From an optimization exercise on the open Yosys and OpenROAD flow, aimed at small area, a short achievable clock period and few clock cycles; shortcuts taken in it are not production practice. In this exercise RTL edits were held to simulation tests only and were not proved equivalent to the original.

main:
## matrix_multiply_engine_core
module matrix_multiply_engine_core
#(
    parameter int MAX_DIM = 8
)
(
    input  logic                                  clk,
    input  logic                                  rst_n,
    input  logic                                  psel,
    input  logic                                  penable,
    input  logic                                  pwrite,
    input  logic [mme_pkg::PADDR_W-1:0]           paddr,
    input  logic [mme_pkg::PDATA_W-1:0]           pwdata,
    output logic [mme_pkg::PDATA_W-1:0]           prdata,
    output logic                                  pready,
    input  logic                                  start,
    output logic                                  busy,
    input  logic [1:0]                            action,
    input  logic [mme_pkg::IDX_W-1:0]             row_index,
    input  logic [mme_pkg::IDX_W-1:0]             col_index,
    input  logic signed [mme_pkg::ELEM_W-1:0]     element_value,
    output logic                                  out_valid,
    output logic [mme_pkg::IDX_W-1:0]             out_row,
    output logic [mme_pkg::IDX_W-1:0]             out_col,
    output logic signed [mme_pkg::ACC_W-1:0]      product_value,
    output logic                                  last
);
    localparam int N  = mme_pkg::NDIM;
    localparam int EW = mme_pkg::ELEM_W;
    localparam int IW = mme_pkg::IDX_W;
    localparam int DW = mme_pkg::DIM_W;
    logic [DW-1:0] rows_m_reg, inner_k_reg, cols_n_reg;
    logic [DW-1:0] rows_m_nxt, inner_k_nxt, cols_n_nxt;
    logic [DW-1:0] rdata_nxt;
    logic [DW-1:0] rdata_reg;
    logic          cfg_wr;
    assign pready = 1'b1;
    assign cfg_wr = psel & penable & pwrite;
    always_comb
    begin
        rows_m_nxt  = rows_m_reg;
        inner_k_nxt = inner_k_reg;
        cols_n_nxt  = cols_n_reg;
        if (cfg_wr)
        begin
            case (paddr[3:2])
                2'd0:    rows_m_nxt  = pwdata[DW-1:0];
  ...
Size: roughly 9,400 cells after synthesis, about 140 I/O pins.
Settings: LEC_CHECK=0, ABC_CLOCK_PERIOD_IN_PS=2500, CAP_MARGIN=20, CELL_PAD_IN_SITES_DETAIL_PLACEMENT=1, CELL_PAD_IN_SITES_GLOBAL_PLACEMENT=1, CORE_MARGIN=2, CORE_UTILIZATION=45, CTS_CLUSTER_DIAMETER=150, CTS_CLUSTER_SIZE=20, PLACE_DENSITY=0.6, SETUP_SLACK_MARGIN=5.0, SLEW_MARGIN=20, SYNTH_HIERARCHICAL=1, SYNTH_MINIMUM_KEEP_SIZE=0; clock period 8.0 ns.
run.sh (not shown) runs the stock make flow with config.mk's settings and CLKGATE_MAP_FILE= SYNTH_SCRIPT=/design/flow/synth_recipe.tcl, a recipe that flattens the netlist after the stock synthesis.
Testbench counts of main, summed over its fixed seeds: cycles 7,318.
[inputs] the feature branch vs main
--- a/flow/design.v
+++ b/flow/design.v
@@ -5419,24 +5419,22 @@
     begin
         if (!rst_n)
         begin
             rows_m_reg  <= mme_pkg::DIM_RESET;
             inner_k_reg <= mme_pkg::DIM_RESET;
             cols_n_reg  <= mme_pkg::DIM_RESET;
+            rdata_reg   <= '0;
         end
         else
         begin
             rows_m_reg  <= rows_m_nxt;
             inner_k_reg <= inner_k_nxt;
             cols_n_reg  <= cols_n_nxt;
+            rdata_reg   <= rdata_nxt;
         end
     end
-    always_ff @(posedge clk)
-    begin
-        rdata_reg <= rdata_nxt;
-    end
     assign prdata = {{(mme_pkg::PDATA_W-DW){1'b0}}, rdata_reg};
     function automatic logic [IW-1:0] dim_m1(input logic [DW-1:0] dim);
         logic [IW-1:0] r;
         if (dim == '0)
             r = '0;
         else if (dim[3])
@@ -5525,12 +5523,14 @@
             issue_reg <= 1'b0;
             i_reg     <= '0;
             j_reg     <= '0;
             i_oh_reg  <= N'(1);
             j_oh_reg  <= N'(1);
             kmask_reg <= '1;
+            mm1_reg   <= '0;
+            nm1_reg   <= '0;
             v_reg     <= '0;
         end
         else
         begin
             busy_reg  <= busy_nxt;
             issue_reg <= issue_nxt;
@@ -5540,22 +5540,22 @@
             j_oh_reg  <= N'(1) << j_nxt;
             if (!busy_nxt)
             begin
                 for (int t = 0; t < N; t++)
                     kmask_reg[t] <= (IW'(t) <= dim_m1(inner_k_nxt));
             end
+            if (take_compute)
+            begin
+                mm1_reg <= mm1_eff;
+                nm1_reg <= nm1_eff;
+            end
             v_reg <= {v_reg[D-2:0], (take_compute & spec_ok) | issue_reg};
         end
     end
     always_ff @(posedge clk)
     begin
-        if (take_compute)
-        begin
-            mm1_reg <= mm1_eff;
-            nm1_reg <= nm1_eff;
-        end
         l_reg <= {l_reg[D-2:0], take_compute ? (spec_ok && mm1_eff == '0 && nm1_eff == '0)
                                              : (issue_reg & i_end & j_end)};
     end
     always_ff @(posedge clk)
     begin
         if (take_compute)
==> run summary <==
End of the critical path: u_mac.r8_3635 -> main, u_mac.r8_3646 -> the feature branch. Diff main..the feature branch | maximum frequency | negligible. Total area of sequential cells: the feature branch vs main — no meaningful difference. On worst reg-to-reg setup slack, main tracks the feature branch almost exactly. Compared to main, the feature branch has non-clock buffer total of the final layout 10% lower. When the feature branch is measured against main, its final worst-path setup slack turns out 0.0039 ns higher. Die area of the feature branch is on par with main. Going from main to the feature branch, synthesized cell count level, pin count of the biggest net entering global routing moved up, layout overhead on the synthesized area moved down, post-CTS setup buffer count moved down. The sequential-to-total area share from yosys stat on main is in line with that on the feature branch.
Testbench counts of the feature branch, summed over its fixed seeds: cycles 7,318.

static timing again, ports no longer ideal:
Ports are ideal in the flow. The routed layouts listed here were re-timed in OpenROAD. Step 1 sets driving cells, clkbuf_16 on the clock port and buf_2 on the other inputs (assumed; they add their load-dependent delay and slew). Step 2 moves the port delays by t, midway between the first and last clock arrival at a register: inputs arrive t later, outputs are due t later. That takes back most of the time a late clock gives input paths. Three values: no drivers, after step 1, after step 2; two values: the first two.
| run | t, ns | setup slack, ns | worst setup path after step 2 | worst data-port slew with drivers (ns) |
|---|---|---|---|---|
| main | 0.984 | 4.868 / 4.833 / 4.308 | input to register | 0.07 |
| the feature branch | 0.989 | 4.872 / 4.826 / 4.355 | input to register | 0.04 |
After both steps every run listed still meets setup and hold. The setup slack of main, which loses most, moves by -0.035 ns with the drivers and by -0.560 ns with both steps.
